Context: an optimization exercise on an open-source flow, tuned for small area, a short achievable clock period and few clock cycles per item. The choices shown serve that exercise and are no tape-out recipe. RTL that was checked went through simulation tests only; none was proved equivalent to the original. Only the layout flow was run in runs 1 to 4; the RTL was not checked for function there. Power figures rest on the tool's default switching activity, not on a simulated workload.

### flow/run.sh
#!/bin/bash
# synth_recipe.tcl (not shown) runs the flow's synth.tcl, then flattens the netlist and writes it again
# the make line also repeats each setting of config.mk as NAME=value (left out here)
make -C /OpenROAD-flow-scripts/flow DESIGN_CONFIG=/design/flow/config.mk WORK_HOME=/design/flow/orfs CLKGATE_MAP_FILE= SYNTH_SCRIPT=/design/flow/synth_recipe.tcl finish
### flow/config.mk
export PLATFORM = sky130hd
export DESIGN_NAME = tomasulo_core
export DESIGN_NICKNAME = tomasulo_core
export VERILOG_FILES = /design/flow/design.v
export SDC_FILE = /design/flow/constraint.sdc
export NUM_CORES = 4
export LEC_CHECK = 0
export CAP_MARGIN = 20
export CORE_MARGIN = 2
export CORE_UTILIZATION = 60
export SETUP_SLACK_MARGIN = 1.5
export SLEW_MARGIN = 20
### flow/constraint.sdc
create_clock -name core_clock -period 5.0 [get_ports {clk}]
set_input_delay 1.0000 -clock core_clock [delete_from_list [all_inputs] [get_ports {clk}]]
set_output_delay 1.0000 -clock core_clock [all_outputs]
set_load 0.01 [all_outputs]
### flow/design.v
`timescale 1ns/10ps
`default_nettype none
module add_unit (
  input  logic               clk,
  input  logic               rst_n,
  input  logic               step_b,
  input  logic [2:0]         wr_dest,
  input  logic [32-1:0] rd_data,
  output logic [32-1:0] sum,
  output logic               cdb_valid,
  output logic [2:0]         cdb_dest,
  output logic [32-1:0] cdb_data
);
  logic [32-1:0] acc_q;
  prefix_add #(.W(32)) adder_inst (
    .a   (step_b ? acc_q : '0),
    .b   (rd_data),
    .sum (sum)
  );
  always_ff @(posedge clk) begin
    acc_q    <= sum;
    cdb_dest <= wr_dest;
  end
  always_ff @(posedge clk) begin
    if (!rst_n) cdb_valid <= 1'b0;
    else cdb_valid <= step_b;
  end
  assign cdb_data = acc_q;
endmodule
module prefix_add #(
  parameter int W = 32
) (
  input  logic [W-1:0] a,
  input  logic [W-1:0] b,
  output logic [W-1:0] sum
);
  localparam int L = $clog2(W);
  logic [W-1:0] g [L+1];
  logic [W-1:0] p [L+1];
  always_comb begin
    g[0] = a & b;
    p[0] = a ^ b;
    for (int l = 0; l < L; l++) begin
      for (int i = 0; i < W; i++) begin
        if ((i >> l) & 1) begin
          g[l+1][i] = g[l][i] | (p[l][i] & g[l][((i >> l) << l) - 1]);
          p[l+1][i] = p[l][i] & p[l][((i >> l) << l) - 1];
        end else begin
          g[l+1][i] = g[l][i];
          p[l+1][i] = p[l][i];
        end
      end
    end
    sum[0] = p[0][0];
    for (int i = 1; i < W; i++) sum[i] = p[0][i] ^ g[L][i-1];
  end
endmodule
`default_nettype wire
`timescale 1ns/10ps
`default_nettype none
module reg_file (
  input  logic                 clk,
  input  logic                 rst_n,
  input  logic                 wr_en,
  input  logic [2:0]           wr_dest,
  input  logic [32-1:0]   wr_data,
  input  logic [8-2:0] rd_sel_d,
  output logic [32-1:0]   rd_data,
  input  logic [2:0]           dbg_sel,
  output logic [32-1:0]   dbg_data
);
  logic [32-1:0]   regs [1:8-1];
  logic [8-2:0] fresh;
  logic [8-2:0] fresh_d;
  logic [8-2:0] wr_oh;
  logic [8-2:0] rd_sel;
  logic [8-2:0] rd_sel_n;
  logic                 rd_fresh;
  logic [8-2:0] dbg_oh;
  always_comb begin
    for (int i = 1; i < 8; i++) wr_oh[i-1] = wr_en && (wr_dest == 3'(i));
    fresh_d = rst_n ? (fresh & ~wr_oh) : '1;
  end
  always_ff @(posedge clk) begin
    fresh    <= fresh_d;
    rd_sel   <= rd_sel_d & ~fresh_d;
    rd_sel_n <= ~(rd_sel_d & ~fresh_d);
    rd_fresh <= |(rd_sel_d & fresh_d);
  end
  always_comb begin
    rd_data = 32'(1) & {32{rd_fresh}};
    for (int i = 1; i < 8; i++) begin
      rd_data[15:0]  |= rd_sel[i-1] ? regs[i][15:0] : '0;
      rd_data[31:16] |= !rd_sel_n[i-1] ? regs[i][31:16] : '0;
    end
  end
  always_comb begin
    for (int i = 1; i < 8; i++) dbg_oh[i-1] = (dbg_sel == 3'(i));
    dbg_data = 32'(1) & {32{|(dbg_oh & fresh)}};
    for (int i = 1; i < 8; i++) dbg_data |= (dbg_oh[i-1] && !fresh[i-1]) ? regs[i] : '0;
  end
  always_ff @(posedge clk) begin
    for (int i = 1; i < 8; i++) begin
      if (wr_oh[i-1]) regs[i] <= wr_data;
    end
  end
endmodule
`default_nettype wire
`timescale 1ns/10ps
`default_nettype none
module issue_ctrl (
  input  logic                 clk,
  input  logic                 rst_n,
  input  logic                 instr_req,
  input  logic [11:0]          instr,
  output logic                 instr_ack,
  output logic [8-2:0] rd_sel_d,
  output logic                 step_a,
  output logic                 step_b,
  output logic [2:0]           wr_dest
);
  localparam logic [2:0] OP_ADDF = 3'b011;
  logic       req_q;
  logic       new_req;
  logic [2:0] b_q;
  logic [8-2:0] a_oh;
  logic [8-2:0] b_oh;
  always_comb begin
    for (int i = 1; i < 8; i++) begin
      a_oh[i-1] = (instr[5:3] == 3'(i));
      b_oh[i-1] = (b_q == 3'(i));
    end
  end
  assign instr_ack = instr_req;
  assign new_req   = instr_req && !req_q;
  always_ff @(posedge clk) req_q <= instr_req;
  always_ff @(posedge clk) begin
    if (!rst_n) begin
      step_a <= 1'b0;
      step_b <= 1'b0;
    end else begin
      step_a <= new_req && (instr[11:9] == OP_ADDF);
      step_b <= step_a;
    end
  end
  always_ff @(posedge clk) begin
    if (new_req) begin
      b_q     <= instr[2:0];
      wr_dest <= instr[8:6];
    end
  end
  assign rd_sel_d = new_req ? a_oh : b_oh;
endmodule
`default_nettype wire
`timescale 1ns/10ps
`default_nettype none
module tomasulo_core (
  input  logic               clk,
  input  logic               rst_n,
  input  logic               instr_req,
  input  logic [11:0]        instr,
  output logic               instr_ack,
  output logic               cdb_valid,
  output logic [2:0]         cdb_dest,
  output logic [32-1:0] cdb_data,
  input  logic [2:0]         dbg_sel,
  output logic [32-1:0] dbg_data
);
  logic [8-2:0] rd_sel_d;
  logic [32-1:0] rd_data;
  logic               step_a;
  logic               step_b;
  logic [2:0]         wr_dest;
  logic [32-1:0] sum;
  issue_ctrl issue_ctrl_inst (
    .clk       (clk),
    .rst_n     (rst_n),
    .instr_req (instr_req),
    .instr     (instr),
    .instr_ack (instr_ack),
    .rd_sel_d  (rd_sel_d),
    .step_a    (step_a),
    .step_b    (step_b),
    .wr_dest   (wr_dest)
  );
  reg_file reg_file_inst (
    .clk      (clk),
    .rst_n    (rst_n),
    .wr_en    (step_b),
    .wr_dest  (wr_dest),
    .wr_data  (sum),
    .rd_sel_d (rd_sel_d),
    .rd_data  (rd_data),
    .dbg_sel  (dbg_sel),
    .dbg_data (dbg_data)
  );
  add_unit add_unit_inst (
    .clk       (clk),
    .rst_n     (rst_n),
    .step_b    (step_b),
    .wr_dest   (wr_dest),
    .rd_data   (rd_data),
    .sum       (sum),
    .cdb_valid (cdb_valid),
    .cdb_dest  (cdb_dest),
    .cdb_data  (cdb_data)
  );
endmodule
`default_nettype wire
==> out/metrics.yaml, run 1 <==
min_period_ps: 3518
cts_tree: "done"
synth_area_um2: 12160
fmax_mhz: 284.2
synth.distinct_cells: 51
initial_core_util_pct: 60.70
ant_nets: 0
leakage_nw: 5.264
powerDensity_nw_per_um2: 309.6
ys_ff_latch: 291
dpl_cell_area_um2: 13460
relSlewSlack_pct: 25.29
die_w_um: 146.4
finalPower_mw: 4.724
drtIter0Drc: 1432
cp_max_fo: 8
drt-total-wl_mm: 36.70
drt_pass1_iterations: 7
hold_class: "flop to flop"
clkSinkCount: 291
antenna_found_initial: 0
die_h_um: 146.4
clockBufferDepth: 3
yosysWarnings: 7
fin_cells: 1308
hold_viol: 0
start_kind: "flop"
die_area_um2: 21430
cp.arrival_ps: 3810
ys.flop_type: "edfxtp_1"
synthArstFlopShare_pct: 0
area_growth_pct: 25.43
final_area_um2: 15260
wl_per_cell_um: 28.05
final.setup.tns_ps: 0
crit_type: "flop to flop"
layout_commonest_cell: "edfxtp_1"
fp-row-count: 52
min_period_over_period_pct: 70.37
status: "finished clean"
root_buffer: "clkbuf_16"
routabilityCongestion: 0.8747
worstMarginPinSlew_ps: 1119
final.fill_count: 1262
grt_pass1_vias: 9175
irDropWorstVdd_mv: 0.2923
required_ps: 5290
drive_above_1_share_pct: 23.05
io_pins: 87
drc: 0
cts_buffers: 29
vias_per_cell: 6.972
grtUsageTotal_pct: 33.52
vias: 9120
rsz0062_at_grt: "yes"
gr-total-overflow: 0
coreArea_um2: 20040
yosysSeqAreaShare_pct: 66.82
crit_path_end_kind: "flop"
grt_first_pass_wirelength_mm: 53.79
grt_max_degree: 33
maxCapViolCount: 0
drv_slew: 0
clk_pin_slew_ps: 60
synthCells: 871
dp_hpwl_mm: 19.40
finalNetCount: 1069
final_cell_mix: "edfxtp_1 (230), a22oi_1 (123), nand3_1 (66)"
fin_worst_skew_ps: 11.67
synth_edf_count: 230
portBuffers: 86
clk_latency_ps: 540
syn_avg_cell_area_um2: 13.97
synthesis.nets: 924
placed_cells: 1200
cts_hold_buffers: 0
setup_viol: 0
ctsHtreeMaxLevel: 1
[synth_stat cells, drive strengths merged, types with 2 or more instances]
library cell,instances,area share [%]
nand2b,5,0.26
a31oi,4,0.33
o211ai,2,0.21
edfxtp,230,57
dfxtp,61,10
ha,30,3.1
nor2b,5,0.26
o21ai,16,0.69
a21o,6,0.37
and2,35,1.8
nor3,10,0.41
inv,24,0.74
o21a,2,0.12
xnor2,13,0.94
buf,2,0.10
nand3b,2,0.12
o21bai,2,0.12
fa,5,0.82
nand2,27,0.85
xor2,12,0.86
nand4,6,0.31
nor2,26,0.80
clkbuf,44,1.4
nand3,66,2.7
mux2,3,0.28
a211oi,3,0.23
or3,6,0.31
a21oi,18,0.86
nor3b,3,0.19
a222oi,61,5.0
a22oi,125,7.7
mux2i,4,0.33
a221oi,3,0.27
[area by class of cell]
| cell class | instances | area, µm² | area share (%) |
|---|---|---|---|
| Antenna cell | 1 | 2.502 | 0.01640 |
| Clock buffer | 39 | 813.3 | 5.331 |
| Clock inverter | 13 | 97.59 | 0.6397 |
| Inverter | 24 | 116.4 | 0.7627 |
| Multi-Input combinational cell | 510 | 4198 | 27.51 |
| Sequential cell | 291 | 8153 | 53.44 |
| Tap cell | 270 | 337.8 | 2.214 |
| Timing Repair Buffer | 160 | 1539 | 10.09 |
[cells by family after synthesis]
logic type / Yosys count / share of synthesized area [%]
buf+inv: 70 / 2.201
xor+xnor: 25 / 1.800
fa+ha+maj: 35 / 3.909
mux: 7 / 0.6069
simple gates: 196 / 8.311
compound gates: 247 / 16.35
flops: 291 / 66.82
[path summary, 6_finish.rpt]
path | slack, ps | end | startpoint | depth (start not counted)
max | 1480 | reg_file_inst.regs[5][31] | reg_file_inst.rd_sel_n[0] | 13
min | 390 | add_unit_inst.cdb_dest[1] | issue_ctrl_inst.wr_dest[1] | 0
max reg2reg | 1480 | reg_file_inst.regs[5][31] | reg_file_inst.rd_sel_n[0] | 13
min reg2reg | 390 | add_unit_inst.cdb_dest[1] | issue_ctrl_inst.wr_dest[1] | 0
[metrics by stage]
step	util, %	setup WS, ps	hold WS (ps)
after CTS	74.16	1388	392.0
final	76.14	1482	390.4
after global placement	67.18	722.1	388.8
after global routing	76.12	1310	431.2
after floorplan	-	1825	361.1
after detailed placement	67.18	689.8	378.1
[power by group]
part	internal [mW]	total, mW	switching (mW)	leakage (nW)
registers	2.58	2.59	0.00480	2.16
clock network	1.19	2.08	0.890	0.451
logic	0.0284	0.0581	0.0297	2.65
[worst max-delay path: stages (launching register included)]
cell	delay, ps
dfxtp_1	360
clkinvlp_4	180
a222oi_1	370
nand3_1	160
ha_1	440
nand2_2	70
o21ai_2	230
nand3_1	140
a31oi_2	350
o2111ai_4	200
a31oi_4	290
mux2i_1	220
nand4_1	110
buf_6	150
[repair_timing]
item / 4_1_cts / 5_1_grt
buffers inserted: 32 / 18
endpoints found under the setup margin: 205 / 182
pin swaps: 76 / 24
resized for setup: 185 / 43
cloned: 4 / 1
[layer usage]
| layer | up-vias | wire length (µm) | track usage (%) |
|---|---|---|---|
| met2 | 712 | 17710 | 55.47 |
| met3 | 105 | 4450 | 6.125 |
| li1 | 3837 | - | - |
| met1 | 4466 | 13390 | 44.68 |
| met4 | 0 | 1146 | 13.01 |
| met5 | - | 0 | 0 |
[state kept, by name, summed over array words and instances, names as in the netlist]
register and flops:
issue_ctrl_inst.req_q 1, reg_file_inst.fresh 7, reg_file_inst.rd_sel 7, reg_file_inst.rd_fresh 1, issue_ctrl_inst.b_q 3, issue_ctrl_inst.step_a 1, add_unit_inst.cdb_dest 3, reg_file_inst.regs 224
issue_ctrl_inst.wr_dest 3, issue_ctrl_inst.step_b 1, add_unit_inst.acc_q 32, add_unit_inst.cdb_valid 1, reg_file_inst.rd_sel_n 7
==> run 2: changes to the inputs <==
--- a/flow/design.v
+++ b/flow/design.v
@@ -74,7 +74,6 @@
   logic [8-2:0] fresh_d;
   logic [8-2:0] wr_oh;
   logic [8-2:0] rd_sel;
-  logic [8-2:0] rd_sel_n;
   logic                 rd_fresh;
   logic [8-2:0] dbg_oh;
   always_comb begin
@@ -84,15 +83,11 @@
   always_ff @(posedge clk) begin
     fresh    <= fresh_d;
     rd_sel   <= rd_sel_d & ~fresh_d;
-    rd_sel_n <= ~(rd_sel_d & ~fresh_d);
     rd_fresh <= |(rd_sel_d & fresh_d);
   end
   always_comb begin
     rd_data = 32'(1) & {32{rd_fresh}};
-    for (int i = 1; i < 8; i++) begin
-      rd_data[15:0]  |= rd_sel[i-1] ? regs[i][15:0] : '0;
-      rd_data[31:16] |= !rd_sel_n[i-1] ? regs[i][31:16] : '0;
-    end
+    for (int i = 1; i < 8; i++) rd_data |= rd_sel[i-1] ? regs[i] : '0;
   end
   always_comb begin
     for (int i = 1; i < 8; i++) dbg_oh[i-1] = (dbg_sel == 3'(i));
==> flow/flow/run.sh (new file) <==
#!/bin/bash
# The standard layout, with plain buffers (buf_1) on the ports in place of
# the delay cells that buffer_ports picks by default. Each tool's output is
# kept in standard_flow.log here and in ORFS's own logs under orfs/logs.
set -euo pipefail
export BUFFER_PORTS_ARGS="-buffer_cell sky130_fd_sc_hd__buf_1"
bash standard.sh > standard_flow.log 2>&1
==> flow/standard.sh (new file) <==
#!/bin/bash
# synth_recipe.tcl (not shown) runs the flow's synth.tcl, then flattens the netlist and writes it again
# the make line also repeats each setting of config.mk as NAME=value (left out here)
make -C /OpenROAD-flow-scripts/flow DESIGN_CONFIG=/design/flow/config.mk WORK_HOME=/design/flow/orfs CLKGATE_MAP_FILE= SYNTH_SCRIPT=/design/flow/synth_recipe.tcl "${@:-finish}"
removed: flow/run.sh
==> out/metrics.yaml, run 2 <==
p_clk_share_pct: 46.0  # +2.0 points
regToRegStartpoint: "reg_file_inst.rd_sel[6]"
crit_path_start: "reg_file_inst.rd_sel[6]"
final.setup.tns_ps: 0  # unchanged
reg2reg_slack_ps: 1390  # -100 ps
synth_top_family_by_area: "compound AO/OA/AOI/OAI gates"
die_h_um: 145.3  # -0.74%
routabilityCongestion: 0.8768  # +0.24%
synth_area_um2: 11980  # -1.5%
synth_edf_count: 230  # unchanged
grt_max_degree: 33  # unchanged
grt_first_pass_wirelength_mm: 51.23  # -4.8%
wl_per_cell_um: 27.57  # -1.7%
worstHoldStart: "issue_ctrl_inst.wr_dest[1]"
final.fill_count: 1285  # +1.8%
ctsHtreeMaxLevel: 1  # unchanged
synth.distinct_cells: 54  # +5.9%
clk_pin_slew_ps: 60  # about the same
clk_latency_ps: 540  # about the same
gr-total-overflow: 0  # unchanged
synth-adder-area-share_pct: 3.969  # +0.060 points
drv_slew: 0  # unchanged
switching_share_pct: 18.85  # -0.73 points
synthArstFlopShare_pct: 0  # unchanged
initial_core_util_pct: 61.35  # +0.65 points
crit_type: "flop to flop"
grtUsageTotal_pct: 31.92  # -1.6 points
synth.area.top_cells: "edfxtp_1 (58%), dfxtp_1 (9.0%), a22oi_1 (7.8%)"
fmax_mhz: 276.6  # -2.7%
irDropWorstVdd_mv: 0.2841  # -2.8%
setup_viol: 0  # unchanged
drive_above_1_share_pct: 18.58  # -4.5 points
drc: 0  # unchanged
synthesis.nets: 905  # -2.1%
synth-simple-area-share_pct: 8.252  # -0.060 points
hold_class: "flop to flop"
yosysMostFrequentCell: "edfxtp_1"
largest_register_ff_count: 224  # unchanged
syn_avg_cell_area_um2: 14.06  # +0.67%
die_w_um: 145.3  # -0.74%
die_area_um2: 21110  # -1.5%
drtIter0Drc: 1264  # -12%
synthCells: 852  # -2.2%
vias: 8778  # -3.8%
hold_viol: 0  # unchanged
min_period_over_period_pct: 72.30  # +1.9 points
ant_nets: 0  # unchanged
ys.flop_type: "edfxtp_1"
cts_tree: "done"
cts_buffers: 29  # unchanged
clockBufferDepth: 3  # unchanged
required_ps: 5280  # about the same
synth_compound_gate_area_share_pct: 17.05  # +0.69 points
final_cell_mix: "edfxtp_1 (230), a22oi_1 (125), buf_1 (84)"
area_growth_pct: 21.69
cp.arrival_ps: 3900  # +90 ps
coreArea_um2: 19530  # -2.6%
drt-total-wl_mm: 34.91  # -4.9%
status: "finished clean"
fin_util_pct: 74.66  # -1.5 points
vias_per_cell: 6.934  # -0.56%
yosysSeqAreaShare_pct: 66.68  # -0.14 points
worstMarginPinSlew_ps: 1010  # -109.5 ps
maxCapViolCount: 0  # unchanged
synth_top_area_share_pct: 57.66  # +0.88 points
finalNetCount: 1032  # -3.5%
p_comb_share_pct: 0.9  # -0.3 points
io_pins: 87  # unchanged
fin_worst_skew_ps: 11.46  # -0.2097 ps
power_frac_seq_pct: 53.2  # -1.6 points
drt_pass1_iterations: 9  # +2
top_register: "reg_file_inst.regs"
yosys.area.top_type: "edfxtp_1"
leakage_nw: 4.791  # -9.0%
portBuffers: 86  # unchanged
n_antenna_cell: 0  # -1
ys_ff_latch: 284  # -2.4%
cp_max_fo: 18  # +10
relSlewSlack_pct: 32.56  # +7.3 points
rsz0062_at_grt: "yes"
powerDensity_nw_per_um2: 326.6  # +5.5%
grt_pass1_vias: 8828  # -3.8%
p_int_mw: 3.864  # +1.7%
min_period_ps: 3615  # +96.46 ps
root_buffer: "clkbuf_16"
antenna_found_initial: 0  # unchanged
clkSinkCount: 284  # -2.4%
dp_hpwl_mm: 19.30  # -0.51%
synth-xor-area-share_pct: 1.755  # -0.045 points
crit_path_end_kind: "flop"
top_regs: "reg_file_inst.regs x224, add_unit_inst.acc_q x32"
synth.mux.area_fraction_pct: 0.4491  # -0.16 points
synth_commonest_cells: "edfxtp_1 (230), a22oi_1 (125), nand3_1 (65), a222oi_1 (62), dfxtp_1 (54)"
start_kind: "flop"
p_switching_uw: 897.4  # -3.0%
yosysWarnings: 7  # unchanged
fp-row-count: 51  # -1.9%
layout_commonest_cell: "edfxtp_1"
run 2: cell count changes in the layout (fill, tap and decap cells not counted), sizes merged, moves of 4 or more:
cell	delta
clkinv	-4
dfxtp	-7
clkdlybuf4s50	-52
inv	-9
clkinvlp	-6
a21oi	-4
buf	+42
or3	-4
nor3	+6
run 2: cells by family (layout without fill, tap and decap cells):
kind of cell / Yosys count / after routing
DFF: 284 / 284
AOI/OAI and AO/OA: 253 / 253
and+or+nand+nor: 193 / 193
buffers and inverters: 58 / 207
adders and majority gates: 35 / 35
xor gates and xnor gates: 24 / 24
muxes: 5 / 5
run 2: timing repair:
item | 4_1_cts | 5_1_grt
pin swaps | 29 | 31
hold buffers | 0 | 0
setup buffers | 14 | 19
gates resized for setup | 55 | 43
setup endpoints to repair | 205 | 176
cloned | 0 | 2
run 2: path summary, 6_finish.rpt:
| check | end | cells past startpoint |
|---|---|---|
| hold reg to reg | add_unit_inst.cdb_dest[1] | 0 |
| setup reg to reg | reg_file_inst.regs[4][28] | 13 |
| setup / recovery | reg_file_inst.regs[4][28] | 13 |
| hold / removal | add_unit_inst.cdb_dest[1] | 0 |
run 2: area by class of cell:
type                    instances  area [µm²]  share of cell area (%)
clock buffers                  40       797.0                   5.467
clock inverters                13       180.2                   1.236
inverters                       8       30.03                  0.2060
multi-input cells             510        4304                   29.53
flip-flops and latches        284        8015                   54.98
well taps                     265       331.6                   2.274
repair buffers                146       919.6                   6.308
run 2: metal layers:
layer | global-route usage (%) | wire, µm | part of all wire, % | up-vias
met5 | 0 | 0 | 0 | -
met1 | 43.34 | 12970 | 37 | 4305
met3 | 4.780 | 4000 | 11 | 89
li1 | - | - | - | 3761
met4 | 13.43 | 937 | 2.7 | 0
met2 | 52.04 | 16990 | 49 | 623
run 2: through the flow:
stage	cell area (µm²)	instances	hold WS, ps	setup WS (ps)	power [mW]
2_1_floorplan	11980	852	361.1	1630	2.607
3_3_place_gp	12770	1178	369.9	975.8	2.623
3_5_place_dp	12770	1178	398.4	892.6	2.624
4_1_cts	14110	1245	413.2	1449	4.779
5_1_grt	14580	1266	422.4	1310	4.882
6_report	14580	1266	408.2	1385	4.761
run 2: power by group through the flow:
stage | Sequential (mW) | Clock [mW] | Combinational, mW
after floorplan | 2.58 | 0 | 0.0228
after global placement | 2.58 | 0 | 0.0384
after detailed placement | 2.58 | 0 | 0.0394
after CTS | 2.53 | 2.21 | 0.0403
after global routing | 2.53 | 2.31 | 0.0461
final | 2.53 | 2.19 | 0.0422
run 2: critical path: stages (launching register included):
cell and delay, ps:
dfxtp_4 400, buf_12 180, a222oi_1 400, nand3_1 150
ha_1 390, a21oi_1 380, o2111ai_1 210, a311oi_2 350
a31oi_4 150, and2_4 190, o21a_1 200, nor2_2 140
xnor2_2 80, buf_6 140
==> run 3: changes to the inputs <==
==> flow/flow/run.sh (replaced) <==
#!/bin/bash
# The standard layout with two changes: plain buffers (buf_1) on the ports
# in place of the delay cells that buffer_ports picks by default, and a clock
# tree built from larger sink clusters without dummy balancing loads.
# Each tool's output is kept in standard_flow.log here and in ORFS's own logs
# under orfs/logs.
set -euo pipefail
export BUFFER_PORTS_ARGS="-buffer_cell sky130_fd_sc_hd__buf_1"
export CTS_ARGS="-sink_clustering_enable -repair_clock_nets -dont_use_dummy_load -sink_clustering_size 30 -sink_clustering_max_diameter 150"
bash standard.sh > standard_flow.log 2>&1
==> out/metrics.yaml, run 3 <==
die_h_um: 145.3  # unchanged
worstMarginPinSlew_ps: 986.4  # -23.13 ps
synth_compound_gate_area_share_pct: 17.05  # unchanged
leakage_nw: 4.445  # -7.2%
yosys.area.top_type: "edfxtp_1"
cp.arrival_ps: 3780  # -120 ps
wl_per_cell_um: 27.66  # +0.33%
finalNetCount: 1012  # -1.9%
fin_worst_skew_ps: 42.96  # +31.51 ps
rsz0062_at_grt: "yes"
layout_commonest_cell: "edfxtp_1"
cp_max_fo: 8  # -10
synthesis.nets: 905  # unchanged
fmax_mhz: 282.3  # +2.0%
final.setup.tns_ps: 0  # unchanged
top_register: "reg_file_inst.regs"
largest_register_ff_count: 224  # unchanged
powerDensity_nw_per_um2: 268.4  # -18%
cts_buffers: 13  # -55%
drive_above_1_share_pct: 15.15  # -3.4 points
p_comb_share_pct: 1.1  # +0.2 points
drv_slew: 0  # unchanged
n_antenna_cell: 0  # unchanged
yosysMostFrequentCell: "edfxtp_1"
drt_pass1_iterations: 7  # -2
synth.mux.area_fraction_pct: 0.4491  # unchanged
setup_ws_ps: 1457  # +71.93 ps
synth_edf_count: 230  # unchanged
synth-simple-area-share_pct: 8.252  # unchanged
grtUsageTotal_pct: 31.12  # -0.80 points
antenna_found_initial: 0  # unchanged
power_frac_seq_pct: 68.2  # +15 points
start_kind: "flop"
irDropWorstVdd_mv: 0.3000  # +5.6%
synth-adder-area-share_pct: 3.969  # unchanged
die_area_um2: 21110  # unchanged
reg2reg_slack_ps: 1460  # +70 ps
initial_core_util_pct: 61.35  # unchanged
portBuffers: 86  # unchanged
root_buffer: "clkbuf_16"
fp-row-count: 51  # unchanged
min_period_ps: 3543  # -71.93 ps
reg2reg_to: "reg_file_inst.regs[4][22]"
final.fill_count: 1376  # +7.1%
synth-xor-area-share_pct: 1.755  # unchanged
synth_commonest_cells: "edfxtp_1 (230), a22oi_1 (125), nand3_1 (65), a222oi_1 (62), dfxtp_1 (54)"
clkSinkCount: 284  # unchanged
grt_max_degree: 33  # unchanged
vias_per_cell: 7.101  # +2.4%
synth.distinct_cells: 54  # unchanged
synthCells: 852  # unchanged
synthArstFlopShare_pct: 0  # unchanged
drt-total-wl_mm: 33.81  # -3.2%
syn_avg_cell_area_um2: 14.06  # unchanged
reg2reg_depth: 13  # unchanged
p_switching_uw: 697.3  # -22%
cts_tree: "done"
cts_hold_buffers: 0  # unchanged
routabilityCongestion: 0.8768  # unchanged
crit_type: "flop to flop"
gr-total-overflow: 0  # unchanged
clk_latency_ps: 490  # -50 ps
coreArea_um2: 19530  # unchanged
relSlewSlack_pct: 34.10  # +1.5 points
final_cell_mix: "edfxtp_1 (230), a22oi_1 (125), buf_1 (84)"
yosysWarnings: 7  # unchanged
die_w_um: 145.3  # unchanged
preCtsSetupSlack_ps: 892.6  # unchanged
ys.flop_type: "edfxtp_1"
area_growth_pct: 15.32
min_period_over_period_pct: 70.86  # -1.4 points
crit_path_start: "reg_file_inst.rd_sel[0]"
p_int_mw: 3.010  # -22%
grt_pass1_vias: 8618  # -2.4%
synth.area.top_cells: "edfxtp_1 (58%), dfxtp_1 (9.0%), a22oi_1 (7.8%)"
top_regs: "reg_file_inst.regs x224, add_unit_inst.acc_q x32"
drc: 0  # unchanged
regToRegStartpoint: "reg_file_inst.rd_sel[0]"
crit_end: "reg_file_inst.regs[4][22]"
io_pins: 87  # unchanged
p_clk_share_pct: 30.7  # -15 points
drtIter0Drc: 1342  # +6.2%
status: "finished clean"
switching_share_pct: 18.81  # -0.041 points
clk_pin_slew_ps: 110  # +50 ps
clockBufferDepth: 3  # unchanged
synth_area_um2: 11980  # unchanged
dp_hpwl_mm: 19.30  # unchanged
ys_ff_latch: 284  # unchanged
crit_path_end_kind: "flop"
hold_viol: 0  # unchanged
synth_top_area_share_pct: 57.66  # unchanged
ant_nets: 0  # unchanged
hold_depth: 1  # +1
grt_first_pass_wirelength_mm: 50.16  # -2.1%
hold_class: "flop to flop"
synth_top_family_by_area: "compound AO/OA/AOI/OAI gates"
setup_viol: 0  # unchanged
maxCapViolCount: 0  # unchanged
vias: 8678  # -1.1%
ctsHtreeMaxLevel: 1  # unchanged
yosysSeqAreaShare_pct: 66.68  # unchanged
required_ps: 5230  # -50 ps
## run 3: cell counts after synthesis
Identical to the previous run, type by type.
## run 3: per-layer routing
| layer | vias up | GRT usage, % | part of all wire (%) |
|---|---|---|---|
| li1 | 3701 | - | - |
| met1 | 4247 | 43.60 | 38 |
| met2 | 645 | 51.02 | 48 |
| met3 | 85 | 3.270 | 11 |
| met4 | 0 | 11.62 | 2.7 |
| met5 | - | 0 | 0 |
## run 3: cell families after synthesis
group | count (synthesis)
flops | 284
buf+inv | 58
compound gates | 253
simple gates | 193
fa+ha+maj | 35
xor+xnor | 24
mux | 5
## run 3: through the flow
step	hold slack, ps	util (%)	instance area (µm²)	power, mW	cells
6_report	446.0	70.75	13810	3.707	1222
5_1_grt	465.4	70.75	13810	3.814	1222
4_1_cts	449.0	68.60	13400	3.729	1205
3_5_place_dp	398.4	65.40	12770	2.624	1178
3_3_place_gp	369.9	65.40	12770	2.623	1178
2_1_floorplan	361.1	-	11980	2.607	852
## run 3: what timing repair did
action	CTS	global route
endpoints found under the setup margin	213	195
hold endpoints to repair	0	0
pin swaps	20	33
gates resized for setup	45	45
cloned	0	1
buffers inserted	14	16
## run 3: cell type report
| class | count | area (µm²) | area share (%) |
|---|---|---|---|
| timing repair buffer | 142 | 888.4 | 6.431 |
| multi-input combinational | 510 | 4227 | 30.60 |
| sequential | 284 | 8013 | 58.00 |
| tap | 265 | 331.6 | 2.400 |
| clock buffer | 13 | 325.3 | 2.355 |
| inverter | 8 | 30.03 | 0.2174 |
## run 3: how the worst min path moves through the flow
stage | from | endpoint | slack (ps)
floorplan | issue_ctrl_inst.wr_dest[1] | add_unit_inst.cdb_dest[1] | 360
finish | issue_ctrl_inst.step_a | issue_ctrl_inst.step_b | 450
CTS | issue_ctrl_inst.step_a | issue_ctrl_inst.step_b | 450
global placement | issue_ctrl_inst.wr_dest[1] | add_unit_inst.cdb_dest[1] | 370
global route | issue_ctrl_inst.step_a | issue_ctrl_inst.step_b | 470
detailed placement | issue_ctrl_inst.wr_dest[1] | add_unit_inst.cdb_dest[1] | 400
## run 3: worst max-delay path: stages, from the launching register on
cell and delay [ps]:
dfxtp_4 390, buf_12 140, buf_8 130, a222oi_1 300, nand3_1 190, fa_2 420, a211oi_2 230, o211ai_1 230
and3_1 250, nor2_4 130, o21ai_4 90, a221o_2 430, a21oi_4 210, xnor2_4 120
## run 3: power groups by stage
stage / Combinational [mW] / Sequential (mW) / Clock, mW
global route: 0.0449 / 2.53 / 1.24
CTS: 0.0402 / 2.53 / 1.16
finish: 0.0408 / 2.53 / 1.14
floorplan: 0.0228 / 2.58 / 0
global placement: 0.0384 / 2.58 / 0
detailed placement: 0.0394 / 2.58 / 0
==> run 4: changes to the inputs <==
--- a/flow/config.mk
+++ b/flow/config.mk
@@ -8,5 +8,5 @@
 export CAP_MARGIN = 20
 export CORE_MARGIN = 2
 export CORE_UTILIZATION = 60
-export SETUP_SLACK_MARGIN = 1.5
+export SETUP_SLACK_MARGIN = 1.8
 export SLEW_MARGIN = 20
==> out/metrics.yaml, run 4 <==
p_comb_share_pct: 1.4  # +0.3 points
worstMarginPinSlew_ps: 1032  # +45.24 ps
gr-total-overflow: 0  # unchanged
ys.flop_type: "edfxtp_1"
leakage_nw: 4.991  # +12%
cp_max_fo: 16  # +8
p_int_mw: 3.019  # +0.29%
yosysMostFrequentCell: "edfxtp_1"
crit_path_end_kind: "flop"
start_kind: "flop"
top_register: "reg_file_inst.regs"
synth_area_um2: 11980  # unchanged
grt_first_pass_wirelength_mm: 56.15  # +12%
grt_max_degree: 36  # +9.1%
cts_tree: "done"
vias_per_cell: 7.336  # +3.3%
relSlewSlack_pct: 31.08  # -3.0 points
synthArstFlopShare_pct: 0  # unchanged
yosysSeqAreaShare_pct: 66.68  # unchanged
clk_pin_slew_ps: 110  # about the same
initial_core_util_pct: 61.35  # unchanged
reg2reg_slack_ps: 1410  # -50 ps
hold_end: "add_unit_inst.cdb_dest[1]"
worstHoldStart: "issue_ctrl_inst.wr_dest[1]"
clockBufferDepth: 3  # unchanged
synth.distinct_cells: 54  # unchanged
required_ps: 5260  # +30 ps
grt_pass1_vias: 9240  # +7.2%
die_h_um: 145.3  # unchanged
setup_viol: 0  # unchanged
drv_slew: 0  # unchanged
cp.arrival_ps: 3850  # +70 ps
p_switching_uw: 718.7  # +3.1%
ys_ff_latch: 284  # unchanged
fin_worst_skew_ps: 43.71  # +0.7474 ps
fp-row-count: 51  # unchanged
drt_pass1_iterations: 9  # +2
final.setup.tns_ps: 0  # unchanged
dpl_cell_area_um2: 12750  # -0.18%
regToRegStartpoint: "reg_file_inst.rd_sel[0]"
status: "finished clean"
vias: 9309  # +7.3%
syn_avg_cell_area_um2: 14.06  # unchanged
drt-total-wl_mm: 39.50  # +17%
p_clk_share_pct: 30.9  # +0.2 points
clk_latency_ps: 500  # about the same
yosysWarnings: 7  # unchanged
cts_hold_buffers: 0  # unchanged
area_growth_pct: 25.40
synth_commonest_cells: "edfxtp_1 (230), a22oi_1 (125), nand3_1 (65), a222oi_1 (62), dfxtp_1 (54)"
min_period_over_period_pct: 71.82  # +0.96 points
crit_type: "flop to flop"
synth_edf_count: 230  # unchanged
final_cell_mix: "edfxtp_1 (230), a22oi_1 (119), nand3_1 (65)"
cts_buffers: 13  # unchanged
yosys.area.top_type: "edfxtp_1"
antenna_found_initial: 0  # unchanged
grtUsageTotal_pct: 35.45  # +4.3 points
portBuffers: 86  # unchanged
rsz0062_at_grt: "yes"
switching_share_pct: 19.23  # +0.42 points
hold_class: "flop to flop"
die_area_um2: 21110  # unchanged
powerDensity_nw_per_um2: 248.8  # -7.3%
reg2reg_depth: 13  # unchanged
layout_commonest_cell: "edfxtp_1"
dp_hpwl_mm: 19.32  # +0.11%
maxCapViolCount: 0  # unchanged
finalNetCount: 1058  # +4.5%
coreArea_um2: 19530  # unchanged
fin_util_pct: 76.93  # +6.2 points
final_area_um2: 15020  # +8.7%
top_regs: "reg_file_inst.regs x224, add_unit_inst.acc_q x32"
fmax_mhz: 278.5  # -1.3%
synthesis.nets: 905  # unchanged
min_period_ps: 3591  # +48.05 ps
ctsHtreeMaxLevel: 1  # unchanged
synth.area.top_cells: "edfxtp_1 (58%), dfxtp_1 (9.0%), a22oi_1 (7.8%)"
drtIter0Drc: 1528  # +14%
hold_depth: 0  # -1
io_pins: 87  # unchanged
drive_above_1_share_pct: 25.72  # +11 points
drc: 0  # unchanged
synthCells: 852  # unchanged
wl_per_cell_um: 31.13  # +13%
synth_top_area_share_pct: 57.66  # unchanged
clkSinkCount: 284  # unchanged
reg2reg_to: "reg_file_inst.regs[3][28]"
root_buffer: "clkbuf_16"
hold_viol: 0  # unchanged
ant_nets: 0  # unchanged
routabilityCongestion: 0.8807  # +0.44%
power_frac_seq_pct: 67.6  # -0.6 points
finalPower_mw: 3.738  # +0.82%
irDropWorstVdd_mv: 0.2474  # -18%
die_w_um: 145.3  # unchanged
largest_register_ff_count: 224  # unchanged
-- run 4: cell counts after synthesis --
Identical to the previous run, type by type.
-- run 4: per-stage QoR --
step	hold slack, ps	setup slack, ps	instances
2_1_floorplan	361.1	1806	852
3_3_place_gp	367.1	1054	1179
3_5_place_dp	380.6	882.5	1179
4_1_cts	397.1	1465	1247
5_1_grt	410.1	1321	1268
6_report	393.5	1409	1269
-- run 4: power by group through the flow --
| stage | clock, mW | sequential [mW] | combinational, mW |
|---|---|---|---|
| global placement | 0 | 2.58 | 0.0387 |
| CTS | 1.16 | 2.53 | 0.0499 |
| detailed placement | 0 | 2.58 | 0.0401 |
| global route | 1.24 | 2.53 | 0.0579 |
| finish | 1.16 | 2.53 | 0.0534 |
| floorplan | 0 | 2.58 | 0.0228 |
-- run 4: cells by family (layout without fill, tap and decap cells) --
| family | Yosys count | count (layout) | share of synthesized area, % |
|---|---|---|---|
| AND/OR/NAND/NOR | 193 | 193 | 8.251 |
| flip-flops | 284 | 284 | 66.68 |
| other | 0 | 1 | 0 |
| AO/OA/AOI/OAI | 253 | 253 | 17.05 |
| multiplexers | 5 | 5 | 0.4491 |
| XOR/XNOR | 24 | 24 | 1.755 |
| adder cells (fa/ha/maj) | 35 | 35 | 3.969 |
| buffers and inverters | 58 | 209 | 1.849 |
-- run 4: layout make-up --
cell class | instances | area (µm²)
Antenna cell | 1 | 2.502
Clock buffer | 13 | 325.3
Multi-Input combinational cell | 510 | 4619
Timing Repair Buffer | 188 | 1700
Tap cell | 265 | 331.6
Inverter | 8 | 32.53
Sequential cell | 284 | 8010
Fill cell | 1165 | 4504
-- run 4: timing repair --
item                                   in CTS  in global routing
setup endpoints to repair                 240                231
pin swaps                                 111                 64
buffers inserted                           45                 19
gates cloned                               10                  2
endpoints found under the hold margin       0                  0
gates resized for setup                   175                 55
-- run 4: how the worst max path moves through the flow --
stage	startpoint	end	slack, ps	cells past startpoint
2_1_floorplan	reg_file_inst.regs[6][0]	reg_file_inst.regs[1][22]	1810	13
3_3_place_gp	reg_file_inst.rd_sel[6]	reg_file_inst.regs[4][30]	1050	12
3_5_place_dp	reg_file_inst.rd_sel[3]	reg_file_inst.regs[2][28]	880	12
4_1_cts	reg_file_inst.rd_sel[5]	reg_file_inst.regs[6][30]	1470	13
5_1_grt	reg_file_inst.rd_sel[0]	reg_file_inst.regs[6][30]	1320	13
6_report	reg_file_inst.rd_sel[0]	reg_file_inst.regs[3][28]	1410	13
-- run 4: worst max-delay path, cell delays in order, from the launching register on --
cell and delay [ps]:
dfxtp_4 390, buf_12 170, a222oi_1 330, nand3_1 150
ha_2 430, nand4_1 200, or4_1 520, o22a_1 220
a31oi_4 260, and2_4 190, o21a_1 150, nor2_2 60
xnor2_2 140, buf_6 140
-- run 4: layer usage --
metal  global-route usage (%)  up-vias  wire, µm
met3                    6.572      148      5256
met5                        0        -         0
met2                    57.04      747     18580
li1                         -     3808         -
met4                    15.49        0      1734
met1                    47.72     4606     13930
==> run 5: changes to the inputs <==
--- a/flow/design.v
+++ b/flow/design.v
@@ -4,16 +4,19 @@
   input  logic               clk,
   input  logic               rst_n,
   input  logic               step_b,
+  input  logic               fwd_d,
   input  logic [2:0]         wr_dest,
   input  logic [32-1:0] rd_data,
-  output logic [32-1:0] sum,
   output logic               cdb_valid,
   output logic [2:0]         cdb_dest,
   output logic [32-1:0] cdb_data
 );
   logic [32-1:0] acc_q;
+  logic [32-1:0] sum;
+  logic               fwd_q;
+  always_ff @(posedge clk) fwd_q <= fwd_d;
   prefix_add #(.W(32)) adder_inst (
-    .a   (step_b ? acc_q : '0),
+    .a   ((step_b || fwd_q) ? acc_q : '0),
     .b   (rd_data),
     .sum (sum)
   );
@@ -65,6 +68,7 @@
   input  logic [2:0]           wr_dest,
   input  logic [32-1:0]   wr_data,
   input  logic [8-2:0] rd_sel_d,
+  input  logic                 fwd_d,
   output logic [32-1:0]   rd_data,
   input  logic [2:0]           dbg_sel,
   output logic [32-1:0]   dbg_data
@@ -82,8 +86,8 @@
   end
   always_ff @(posedge clk) begin
     fresh    <= fresh_d;
-    rd_sel   <= rd_sel_d & ~fresh_d;
-    rd_fresh <= |(rd_sel_d & fresh_d);
+    rd_sel   <= fwd_d ? '0 : (rd_sel_d & ~fresh_d);
+    rd_fresh <= !fwd_d && |(rd_sel_d & fresh_d);
   end
   always_comb begin
     rd_data = 32'(1) & {32{rd_fresh}};
@@ -112,7 +116,8 @@
   output logic [8-2:0] rd_sel_d,
   output logic                 step_a,
   output logic                 step_b,
-  output logic [2:0]           wr_dest
+  output logic [2:0]           wr_dest,
+  output logic                 fwd_d
 );
   localparam logic [2:0] OP_ADDF = 3'b011;
   logic       req_q;
@@ -145,6 +150,7 @@
     end
   end
   assign rd_sel_d = new_req ? a_oh : b_oh;
+  assign fwd_d = new_req && step_b && (instr[5:3] == wr_dest) && (wr_dest != '0);
 endmodule
 `default_nettype wire
 `timescale 1ns/10ps
@@ -166,7 +172,7 @@
   logic               step_a;
   logic               step_b;
   logic [2:0]         wr_dest;
-  logic [32-1:0] sum;
+  logic               fwd_d;
   issue_ctrl issue_ctrl_inst (
     .clk       (clk),
     .rst_n     (rst_n),
@@ -176,15 +182,17 @@
     .rd_sel_d  (rd_sel_d),
     .step_a    (step_a),
     .step_b    (step_b),
-    .wr_dest   (wr_dest)
+    .wr_dest   (wr_dest),
+    .fwd_d     (fwd_d)
   );
   reg_file reg_file_inst (
     .clk      (clk),
     .rst_n    (rst_n),
-    .wr_en    (step_b),
-    .wr_dest  (wr_dest),
-    .wr_data  (sum),
+    .wr_en    (cdb_valid),
+    .wr_dest  (cdb_dest),
+    .wr_data  (cdb_data),
     .rd_sel_d (rd_sel_d),
+    .fwd_d    (fwd_d),
     .rd_data  (rd_data),
     .dbg_sel  (dbg_sel),
     .dbg_data (dbg_data)
@@ -193,9 +201,9 @@
     .clk       (clk),
     .rst_n     (rst_n),
     .step_b    (step_b),
+    .fwd_d     (fwd_d),
     .wr_dest   (wr_dest),
     .rd_data   (rd_data),
-    .sum       (sum),
     .cdb_valid (cdb_valid),
     .cdb_dest  (cdb_dest),
     .cdb_data  (cdb_data)
--- a/flow/config.mk
+++ b/flow/config.mk
@@ -8,5 +8,5 @@
 export CAP_MARGIN = 20
 export CORE_MARGIN = 2
 export CORE_UTILIZATION = 60
-export SETUP_SLACK_MARGIN = 1.8
+export SETUP_SLACK_MARGIN = 1.7
 export SLEW_MARGIN = 20
==> out/metrics.yaml, run 5 <==
synth-adder-area-share_pct: 3.938  # -0.031 points
reg2reg_depth: 12  # -1
synth_top_area_share_pct: 57.21  # -0.45 points
grt_first_pass_wirelength_mm: 51.80  # -7.8%
regToRegStartpoint: "reg_file_inst.rd_sel[0]"
rsz0062_at_grt: "yes"
cp_cell_sequence: "buf_6 > buf_8 > nand2_4 > nor2_4 > buf_12 > buf_12 > a222oi_1 > nand3_1 > buf_2"
drt_pass1_iterations: 8  # -1
dpl_cell_area_um2: 12870  # +0.93%
fmax_mhz: 288.9  # +3.7%
min_period_ps: 3462  # -129.3 ps
leakage_nw: 4.705  # -5.7%
cts_tree: "done"
grtUsageTotal_pct: 31.88  # -3.6 points
hold_viol: 0  # unchanged
drt-total-wl_mm: 36.76  # -6.9%
fp-row-count: 51  # unchanged
wl_per_cell_um: 29.08  # -6.6%
cp.arrival_ps: 2460  # -1390 ps
gr-total-overflow: 0  # unchanged
grt_max_degree: 33  # -8.3%
crit_type: "input pin to output pin"
synth_top_family_by_area: "compound AO/OA/AOI/OAI gates"
synth-simple-area-share_pct: 8.343  # +0.091 points
yosysSeqAreaShare_pct: 66.33  # -0.35 points
drv_slew: 0  # unchanged
setup_viol: 0  # unchanged
clk_pin_slew_ps: 110  # about the same
fin_cells: 1264  # -0.39%
vias: 8994  # -3.4%
vias_per_cell: 7.116  # -3.0%
min_period_over_period_pct: 69.23  # -2.6 points
top_regs: "reg_file_inst.regs x224, add_unit_inst.acc_q x32"
dp_hpwl_mm: 19.85  # +2.8%
path_delay_family: "buffers and inverters"
synth_compound_gate_area_share_pct: 17.23  # +0.19 points
reg2reg_to: "add_unit_inst.acc_q[28]"
irDropWorstVdd_mv: 0.3525  # +42%
die_h_um: 145.9  # +0.38%
placed_cells: 1196  # +1.4%
final_cell_mix: "edfxtp_1 (230), a22oi_1 (119), buf_1 (65)"
synth_edf_count: 230  # unchanged
drive_above_1_share_pct: 18.92  # -6.8 points
crit_path_frequent_cell: "buf_12"
die_w_um: 145.9  # +0.38%
final_area_um2: 14370  # -4.4%
synthCells: 864  # +1.4%
ctsHtreeMaxLevel: 1  # unchanged
n_antenna_cell: 0  # -1
worstHoldStart: "issue_ctrl_inst.wr_dest[0]"
area_growth_pct: 18.99
routabilityCongestion: 0.8670  # -1.6%
required_ps: 4000  # -1260 ps
syn_avg_cell_area_um2: 13.97  # -0.62%
cp_slowest_cell: "a222oi_1"
cp_max_fo: 7  # -9
final.setup.tns_ps: 0  # unchanged
synthesis.nets: 917  # +1.3%
grt_pass1_vias: 8832  # -4.4%
crit_path_end_kind: "output pin"
worstMarginPinSlew_ps: 995.4  # -36.30 ps
antenna_found_initial: 0  # unchanged
powerDensity_nw_per_um2: 260.2  # +4.6%
finalPower_mw: 3.738  # about the same
ys.flop_type: "edfxtp_1"
reg2reg_slack_ps: 1620  # +210 ps
final.fill_count: 1285  # +10%
drtIter0Drc: 1591  # +4.1%
coreArea_um2: 19590  # +0.33%
synth.distinct_cells: 58  # +7.4%
status: "finished clean"
crit_buf_inv: 5  # +3
finalNetCount: 1054  # -0.38%
yosys.area.top_type: "edfxtp_1"
synth.mux.area_fraction_pct: 0.4353  # -0.014 points
drc: 0  # unchanged
ant_nets: 0  # unchanged
start_kind: "input pin"
synthArstFlopShare_pct: 0  # unchanged
top_register: "reg_file_inst.regs"
synth_area_um2: 12070  # +0.78%
cts_buffers: 13  # unchanged
clockBufferDepth: 3  # unchanged
fin_worst_skew_ps: 56.52  # +12.81 ps
io_pins: 87  # unchanged
initial_core_util_pct: 61.63  # +0.28 points
ys_ff_latch: 285  # +0.35%
synth-xor-area-share_pct: 1.886  # +0.13 points
hold_ws_ps: 414.0  # +20.54 ps
cts_hold_buffers: 0  # unchanged
relSlewSlack_pct: 33.51  # +2.4 points
synth_commonest_cells: "edfxtp_1 (230), a22oi_1 (125), nand3_1 (67), a222oi_1 (62), dfxtp_1 (55)"
root_buffer: "clkbuf_16"
synth.area.top_cells: "edfxtp_1 (57%), dfxtp_1 (9.1%), a22oi_1 (7.8%)"
hold_end: "add_unit_inst.cdb_dest[0]"
hold_depth: 0  # unchanged
critPathMaxStageDelay_ps: 380  # -140 ps
clk_latency_ps: 500  # about the same
layout_commonest_cell: "edfxtp_1"
maxCapViolCount: 0  # unchanged
yosysWarnings: 7  # unchanged
yosysMostFrequentCell: "edfxtp_1"
clkSinkCount: 285  # +0.35%
die_area_um2: 21270  # +0.77%
portBuffers: 86  # unchanged
largest_register_ff_count: 224  # unchanged
hold_class: "flop to flop"
## run 5: timing repair
item,4_1_cts,5_1_grt
pin swaps,29,65
resized for setup,65,79
setup buffers,21,22
gates cloned,1,11
setup endpoints to repair,46,42
## run 5: worst max-delay path by stage
stage,startpoint,end,cells after the start
global route,dbg_sel[2],dbg_data[24],9
CTS,dbg_sel[2],dbg_data[22],9
floorplan,dbg_sel[2],dbg_data[16],5
global placement,dbg_sel[2],dbg_data[22],8
finish,dbg_sel[2],dbg_data[16],9
detailed placement,dbg_sel[2],dbg_data[22],8
## run 5: worst register-to-register path: stages (launching register included)
cell	delay (ps)
dfxtp_4	440
buf_6	220
a222oi_1	320
nand3_1	200
ha_4	340
nand4_1	180
or4_1	540
o22a_1	220
a31oi_4	240
and2_1	210
o21a_1	140
nor2_1	50
xnor2_1	110
## run 5: kinds of logic after synthesis
family | count (synthesis)
DFF | 285
AOI/OAI and AO/OA | 259
and+or+nand+nor | 196
buffers and inverters | 58
adders and majority gates | 35
xor gates and xnor gates | 26
muxes | 5
## run 5: stage by stage
step / setup slack, ps / utilization, %
6_report: 1538 / 73.33
5_1_grt: 1507 / 73.33
4_1_cts: 1682 / 69.91
3_5_place_dp: 1071 / 65.68
3_3_place_gp: 1115 / 65.68
2_1_floorplan: 1831 / -
## run 5: power by group
part           internal, mW  total (mW)  switching [mW]  leakage, nW
clock                 0.472        1.14           0.672        0.160
sequential             2.53        2.54         0.00675         2.09
combinational        0.0229      0.0547          0.0319         2.46
## run 5: cell type report
class,instances,area (µm²),share of cell area [%]
Tap cell,265,331.6,2.308
Clock buffer,13,325.3,2.265
Multi-Input combinational cell,521,4244,29.54
Timing Repair Buffer,172,1410,9.816
Sequential cell,285,8024,55.86
Inverter,8,30.03,0.2090
## run 5: routing by layer
layer | global-route usage (%) | up-vias | wire length (µm)
li1 | - | 3824 | -
met1 | 43.14 | 4390 | 13870
met5 | 0 | - | 48
met3 | 5.078 | 119 | 4135
met2 | 52.29 | 659 | 16990
met4 | 12.65 | 2 | 1720
Testbench counts of run 5, summed over its fixed seeds: cycles 6,412, items 3,200.
==> run 6: changes to the inputs <==
--- a/flow/config.mk
+++ b/flow/config.mk
@@ -8,5 +8,5 @@
 export CAP_MARGIN = 20
 export CORE_MARGIN = 2
 export CORE_UTILIZATION = 60
-export SETUP_SLACK_MARGIN = 1.7
+export SETUP_SLACK_MARGIN = 1.3
 export SLEW_MARGIN = 20
==> out/metrics.yaml, run 6 <==
irDropWorstVdd_mv: 0.2346  # -33%
reg2reg_slack_ps: 1430  # -190 ps
yosysWarnings: 7  # unchanged
clk_pin_slew_ps: 110  # about the same
maxCapViolCount: 0  # unchanged
final_cell_mix: "edfxtp_1 (230), a22oi_1 (125), buf_1 (85)"
top_regs: "reg_file_inst.regs x224, add_unit_inst.acc_q x32"
synth_area_um2: 12070  # unchanged
syn_avg_cell_area_um2: 13.97  # unchanged
yosysMostFrequentCell: "edfxtp_1"
drc: 0  # unchanged
vias: 8519  # -5.3%
fin_util_pct: 67.55  # -5.8 points
cp.arrival_ps: 3920  # +1460 ps
synth-adder-area-share_pct: 3.938  # unchanged
layout_commonest_cell: "edfxtp_1"
power_frac_seq_pct: 68.4  # +0.5 points
top_register: "reg_file_inst.regs"
multiInputGateArea_um2: 3975  # -6.3%
critPathMaxStageDelay_ps: 560  # +180 ps
synthCells: 864  # unchanged
hold_class: "flop to flop"
finalPower_mw: 3.714  # -0.65%
antenna_found_initial: 0  # unchanged
ys.flop_type: "edfxtp_1"
gr-total-overflow: 0  # unchanged
synth_compound_gate_area_share_pct: 17.23  # unchanged
ant_nets: 0  # unchanged
synth-simple-area-share_pct: 8.343  # unchanged
clockBufferDepth: 3  # unchanged
worstHoldStart: "issue_ctrl_inst.wr_dest[0]"
p_comb_share_pct: 1.2  # -0.3 points
cts_hold_buffers: 0  # unchanged
switching_share_pct: 18.63  # -0.38 points
fmax_mhz: 279.8  # -3.2%
synth_commonest_cells: "edfxtp_1 (230), a22oi_1 (125), nand3_1 (67), a222oi_1 (62), dfxtp_1 (55)"
min_period_ps: 3575  # +112.9 ps
drtIter0Drc: 1373  # -14%
die_w_um: 145.9  # unchanged
reg2reg_depth: 12  # unchanged
synth_top_family_by_area: "compound AO/OA/AOI/OAI gates"
hold_depth: 0  # unchanged
wl_per_cell_um: 27.29  # -6.2%
path_delay_family: "simple AND/OR/NAND/NOR gates"
powerDensity_nw_per_um2: 280.6  # +7.9%
hold_viol: 0  # unchanged
grt_first_pass_wirelength_mm: 49.94  # -3.6%
grt_max_degree: 34  # +3.0%
vias_per_cell: 7.052  # -0.89%
cts_tree: "done"
drt_pass1_iterations: 9  # +1
setup_ws_ps: 1425  # -112.9 ps
root_buffer: "clkbuf_16"
seq_area_um2: 8014  # -0.12%
crit_path_start: "reg_file_inst.rd_sel[3]"
synthArstFlopShare_pct: 0  # unchanged
coreArea_um2: 19590  # unchanged
leakage_nw: 4.146  # -12%
synth.area.top_cells: "edfxtp_1 (57%), dfxtp_1 (9.1%), a22oi_1 (7.8%)"
synth.distinct_cells: 58  # unchanged
yosys.area.top_type: "edfxtp_1"
cp_slowest_cell: "or4_1"
drive_above_1_share_pct: 8.802  # -10 points
synth_top_area_share_pct: 57.21  # unchanged
n_antenna_cell: 0  # unchanged
synth_edf_count: 230  # unchanged
fp-row-count: 51  # unchanged
drt-total-wl_mm: 32.96  # -10%
crit_path_end_kind: "flop"
drv_slew: 0  # unchanged
grt_pass1_vias: 8572  # -2.9%
rsz0062_at_grt: "no"
io_pins: 87  # unchanged
clkSinkCount: 285  # unchanged
largest_register_ff_count: 224  # unchanged
clk_latency_ps: 500  # about the same
preCtsSetupSlack_ps: 1000  # -70.90 ps
p_int_mw: 3.022  # -0.18%
finalNetCount: 998  # -5.3%
initial_core_util_pct: 61.63  # unchanged
grtUsageTotal_pct: 30.52  # -1.4 points
worstMarginPinSlew_ps: 1021  # +25.49 ps
cp_max_fo: 12  # +5
start_kind: "flop"
min_period_over_period_pct: 71.49  # +2.3 points
routabilityCongestion: 0.8642  # -0.32%
crit_type: "flop to flop"
hold_end: "add_unit_inst.cdb_dest[0]"
path_depth: 12  # +3
cts_buffers: 13  # unchanged
area_growth_pct: 9.607
p_switching_uw: 691.9  # -2.6%
relSlewSlack_pct: 31.80  # -1.7 points
regToRegStartpoint: "reg_file_inst.rd_sel[3]"
reg2reg_to: "add_unit_inst.acc_q[28]"
crit_buf_inv: 1  # -4
synth.mux.area_fraction_pct: 0.4353  # unchanged
yosysSeqAreaShare_pct: 66.33  # unchanged
status: "finished clean"
die_h_um: 145.9  # unchanged
ys_ff_latch: 285  # unchanged
synth-xor-area-share_pct: 1.886  # unchanged
final.fill_count: 1431  # +11%
final.setup.tns_ps: 0  # unchanged
setup_viol: 0  # unchanged
fin_worst_skew_ps: 48.85  # -7.676 ps
dp_hpwl_mm: 19.60  # -1.3%
required_ps: 5350  # +1350 ps
die_area_um2: 21270  # unchanged
p_clk_share_pct: 30.4  # -0.2 points
synthesis.nets: 917  # unchanged
ctsHtreeMaxLevel: 1  # unchanged
portBuffers: 86  # unchanged
cp_cell_sequence: "buf_4 > a222oi_1 > nand3_1 > ha_1 > nand4_1 > or4_1 > o22a_1 > a31oi_4 > and2_1 > o21a_1 > nor2_1 > xnor2_1"
run 6: cell count changes in the layout (fill, tap and decap cells not counted), sizes merged:
cell    previous run  this run
bufbuf             1         0
buf              156       115
clkbuf            28        14
run 6: cell type report:
type	instances	share of cell area (%)
repair buffers	116	4.208
clock buffers	13	2.458
multi-input cells	521	30.04
inverters	8	0.2269
well taps	265	2.506
flip-flops and latches	285	60.56
run 6: cells by family after synthesis:
kind of cell             count (synthesis)
AND/OR/NAND/NOR                        196
adder cells (fa/ha/maj)                 35
multiplexers                             5
flip-flops                             285
XOR/XNOR                                26
AO/OA/AOI/OAI                          259
buffers and inverters                   58
run 6: power by group through the flow:
stage,sequential [mW],combinational (mW),clock [mW]
2_1_floorplan,2.59,0.0255,0
5_1_grt,2.54,0.0473,1.23
3_3_place_gp,2.59,0.0410,0
4_1_cts,2.54,0.0431,1.15
6_report,2.54,0.0431,1.13
3_5_place_dp,2.59,0.0427,0
run 6: layer usage:
metal	routed length (µm)	GRT usage [%]	vias to the layer above	part of all wire [%]
met3	3557	5.455	88	11
met5	0	0	-	0
li1	-	-	3697	-
met2	15580	49.74	566	47
met4	1008	10.10	0	3.1
met1	12810	42.01	4168	39
run 6: timing repair:
item	in CTS	in global routing
endpoints found under the setup margin	36	19
pin swaps	1	0
setup buffers	3	0
resized for setup	8	11
run 6: worst max-delay path by stage:
stage | end
final | add_unit_inst.acc_q[28]
after global routing | add_unit_inst.acc_q[28]
after CTS | add_unit_inst.acc_q[31]
after detailed placement | dbg_data[7]
after global placement | dbg_data[7]
after floorplan | reg_file_inst.rd_fresh
run 6: through the flow:
step / instance area [µm²] / instances / hold WS (ps)
after floorplan: 12070 / 864 / 363.5
after global placement: 12820 / 1192 / 380.2
after detailed placement: 12820 / 1192 / 396.4
after CTS: 13190 / 1208 / 420.7
after global routing: 13230 / 1208 / 421.1
final: 13230 / 1208 / 421.7
run 6: worst reg2reg max path, stage by stage, from the launching register on:
cell,delay [ps]
dfxtp_2,470
buf_4,270
a222oi_1,370
nand3_1,150
ha_1,390
nand4_1,220
or4_1,560
o22a_1,240
a31oi_4,230
and2_1,220
o21a_1,150
nor2_1,50
xnor2_1,120
==> run 7: changes to the inputs <==
--- a/flow/config.mk
+++ b/flow/config.mk
@@ -7,6 +7,6 @@
 export LEC_CHECK = 0
 export CAP_MARGIN = 20
 export CORE_MARGIN = 2
-export CORE_UTILIZATION = 60
-export SETUP_SLACK_MARGIN = 1.3
+export CORE_UTILIZATION = 70
+export SETUP_SLACK_MARGIN = 1.5
 export SLEW_MARGIN = 20
==> out/metrics.yaml, run 7 <==
p_clk_share_pct: 30.5  # about the same
wl_per_cell_um: 27.66  # +1.4%
cp_max_fo: 31  # +19
coreArea_um2: 17060  # -13%
maxCapViolCount: 0  # unchanged
p_int_mw: 3.021  # about the same
power_frac_seq_pct: 68.4  # about the same
cts_buffers: 13  # unchanged
relSlewSlack_pct: 32.99  # +1.2 points
status: "finished clean"
cp.arrival_ps: 2420  # -1500 ps
crit_path_end_kind: "output pin"
setup_viol: 0  # unchanged
drv_slew: 0  # unchanged
clk_pin_slew_ps: 100  # about the same
yosysMostFrequentCell: "edfxtp_1"
hold_depth: 0  # unchanged
syn_avg_cell_area_um2: 13.97  # unchanged
drtIter0Drc: 1414  # +3.0%
die_h_um: 135.3  # -7.2%
n_antenna_cell: 0  # unchanged
drt_pass1_iterations: 7  # -2
worstHoldStart: "issue_ctrl_inst.wr_dest[1]"
hold_class: "flop to flop"
yosys.area.top_type: "edfxtp_1"
regToRegStartpoint: "issue_ctrl_inst.step_b"
leakage_nw: 4.185  # +0.93%
placed_cells: 1154  # -3.2%
synth_commonest_cells: "edfxtp_1 (230), a22oi_1 (125), nand3_1 (67), a222oi_1 (62), dfxtp_1 (55)"
grtUsageTotal_pct: 35.32  # +4.8 points
grt_first_pass_wirelength_mm: 48.80  # -2.3%
reg2reg_to: "add_unit_inst.acc_q[30]"
synthesis.nets: 917  # unchanged
routabilityCongestion: 0.8638  # about the same
ctsHtreeMaxLevel: 1  # unchanged
worstMarginPinSlew_ps: 1003  # -17.82 ps
die_area_um2: 18310  # -14%
top_register: "reg_file_inst.regs"
yosysSeqAreaShare_pct: 66.33  # unchanged
drc: 0  # unchanged
clockBufferDepth: 3  # unchanged
synth_top_area_share_pct: 57.21  # unchanged
fmax_mhz: 292.4  # +4.5%
initial_core_util_pct: 70.78  # +9.2 points
clkSinkCount: 285  # unchanged
fp-row-count: 48  # -5.9%
dp_hpwl_mm: 19.02  # -3.0%
min_period_ps: 3419  # -155.1 ps
switching_share_pct: 18.67  # +0.040 points
ant_nets: 0  # unchanged
synth.area.top_cells: "edfxtp_1 (57%), dfxtp_1 (9.1%), a22oi_1 (7.8%)"
hold_end: "add_unit_inst.cdb_dest[1]"
synthCells: 864  # unchanged
layout_commonest_cell: "edfxtp_1"
reg2reg_slack_ps: 1630  # +200 ps
die_w_um: 135.3  # -7.2%
cts_tree: "done"
hold_viol: 0  # unchanged
required_ps: 4000  # -1350 ps
area_growth_pct: 10.55
p_comb_share_pct: 1.2  # about the same
gr-total-overflow: 0  # unchanged
irDropWorstVdd_mv: 0.4309  # +84%
synth.distinct_cells: 58  # unchanged
reg2reg_depth: 12  # unchanged
synthArstFlopShare_pct: 0  # unchanged
top_regs: "reg_file_inst.regs x224, add_unit_inst.acc_q x32"
drt-total-wl_mm: 32.53  # -1.3%
root_buffer: "clkbuf_16"
vias: 8739  # +2.6%
antenna_found_initial: 0  # unchanged
ys_ff_latch: 285  # unchanged
fin_cells: 1176  # -2.6%
final.setup.tns_ps: 0  # unchanged
portBuffers: 86  # unchanged
final_cell_mix: "edfxtp_1 (230), a22oi_1 (125), buf_1 (85)"
powerDensity_nw_per_um2: 278.3  # -0.83%
p_switching_uw: 693.5  # +0.23%
synth_area_um2: 12070  # unchanged
io_pins: 87  # unchanged
finalNetCount: 1006  # +0.80%
grt_max_degree: 34  # unchanged
crit_type: "input pin to output pin"
drive_above_1_share_pct: 10.20  # +1.4 points
start_kind: "input pin"
ys.flop_type: "edfxtp_1"
yosysWarnings: 7  # unchanged
vias_per_cell: 7.431  # +5.4%
min_period_over_period_pct: 68.39  # -3.1 points
fin_worst_skew_ps: 40.42  # -8.425 ps
rsz0062_at_grt: "no"
clk_latency_ps: 500  # about the same
synth_edf_count: 230  # unchanged
largest_register_ff_count: 224  # unchanged
grt_pass1_vias: 8630  # +0.68%
[run 7: cell counts after synthesis]
No cell type changed its count.
[run 7: repair_timing]
action	CTS	global route
hold buffers	0	0
endpoints found under the setup margin	43	12
pin swaps	1	10
setup buffers	2	7
resized for setup	15	25
[run 7: critical path: stages]
cell and delay (ps):
buf_1 160, nand2_1 150, nor3b_2 200, buf_6 380, a222oi_1 170, nand3_1 120, buf_1 230
[run 7: layer usage]
| layer | vias up | track usage, % | part of all wire (%) |
|---|---|---|---|
| li1 | 3714 | - | - |
| met1 | 4261 | 47.24 | 36 |
| met2 | 664 | 59.48 | 49 |
| met3 | 100 | 6.023 | 12 |
| met4 | 0 | 12.21 | 3.1 |
| met5 | - | 0 | 0 |
[run 7: power by group through the flow]
| stage | clock network [mW] | registers [mW] | logic, mW |
|---|---|---|---|
| 2_1_floorplan | 0 | 2.59 | 0.0255 |
| 3_3_place_gp | 0 | 2.59 | 0.0403 |
| 3_5_place_dp | 0 | 2.59 | 0.0424 |
| 4_1_cts | 1.14 | 2.54 | 0.0428 |
| 5_1_grt | 1.21 | 2.54 | 0.0485 |
| 6_report | 1.13 | 2.54 | 0.0437 |
[run 7: worst max path at each step]
stage	slack, ps	to	startpoint
global placement	1060	dbg_data[6]	dbg_sel[2]
finish	1580	dbg_data[16]	dbg_sel[1]
CTS	1520	add_unit_inst.acc_q[30]	reg_file_inst.rd_sel[2]
global route	1460	add_unit_inst.acc_q[22]	reg_file_inst.regs[2][0]
floorplan	1550	reg_file_inst.rd_fresh	add_unit_inst.cdb_valid
detailed placement	1020	dbg_data[6]	dbg_sel[2]
[run 7: final cells by class]
| class | instances | area, µm² |
|---|---|---|
| Inverter | 8 | 30.03 |
| Fill cell | 1027 | 3710 |
| Sequential cell | 285 | 8021 |
| Timing Repair Buffer | 124 | 646.9 |
| Clock buffer | 13 | 325.3 |
| Multi-Input combinational cell | 521 | 4041 |
| Tap cell | 225 | 281.5 |
[run 7: per-stage QoR]
stage	util [%]	setup slack (ps)	power, mW	hold WS (ps)	instance area [µm²]
finish	78.25	1581	3.714	426.2	13350
global route	78.25	1459	3.799	444.1	13350
CTS	77.27	1516	3.721	417.7	13180
detailed placement	74.95	1017	2.637	393.3	12780
global placement	74.95	1058	2.634	380.1	12780
floorplan	-	1547	2.619	363.5	12070
[run 7: cells by family (layout without fill, tap and decap cells)]
| kind of cell | count (synthesis) | in the layout | share of synthesized area (%) |
|---|---|---|---|
| and+or+nand+nor | 196 | 196 | 8.343 |
| DFF | 285 | 285 | 66.33 |
| muxes | 5 | 5 | 0.4353 |
| xor gates and xnor gates | 26 | 26 | 1.886 |
| AOI/OAI and AO/OA | 259 | 259 | 17.24 |
| buffers and inverters | 58 | 145 | 1.834 |
| adders and majority gates | 35 | 35 | 3.938 |

## static timing again, ports no longer ideal
In the flow no input, the clock included, has a driving cell. The finished layouts below were timed again as built, in two steps. Step 1 sets driving cells, clkbuf_16 on the clock port and buf_2 on the other inputs (assumed; they add their load-dependent delay and slew). Step 2 moves the port delays by t, midway between the first and last clock arrival at a register: inputs arrive t later, outputs are due t later. That takes back most of the time a late clock gives input paths. Three values: no drivers, after step 1, after step 2; two values: the first two.
run | t (ns) | slack for setup (ns) | worst register clock-pin slew, ns
run 1 | 0.582 | 1.482 / 1.462 / 1.462 | 0.07 / 0.07
run 2 | 0.579 | 1.385 / 1.385 / 1.385 | 0.06 / 0.06
run 3 | 0.516 | 1.457 / 1.457 / 1.457 | 0.11 / 0.11
run 4 | 0.524 | 1.409 / 1.409 / 1.409 | 0.12 / 0.12
run 5 | 0.522 | 1.538 / 1.506 / 1.506 | 0.11 / 0.11
run 6 | 0.522 | 1.425 / 1.425 / 1.425 | 0.11 / 0.11
run 7 | 0.522 | 1.581 / 1.555 / 1.555 | 0.11 / 0.11
After both steps every run listed still meets setup and hold. For run 5, which loses most, drivers alone change the setup slack by -0.032 ns; drivers and shift together by -0.032 ns.
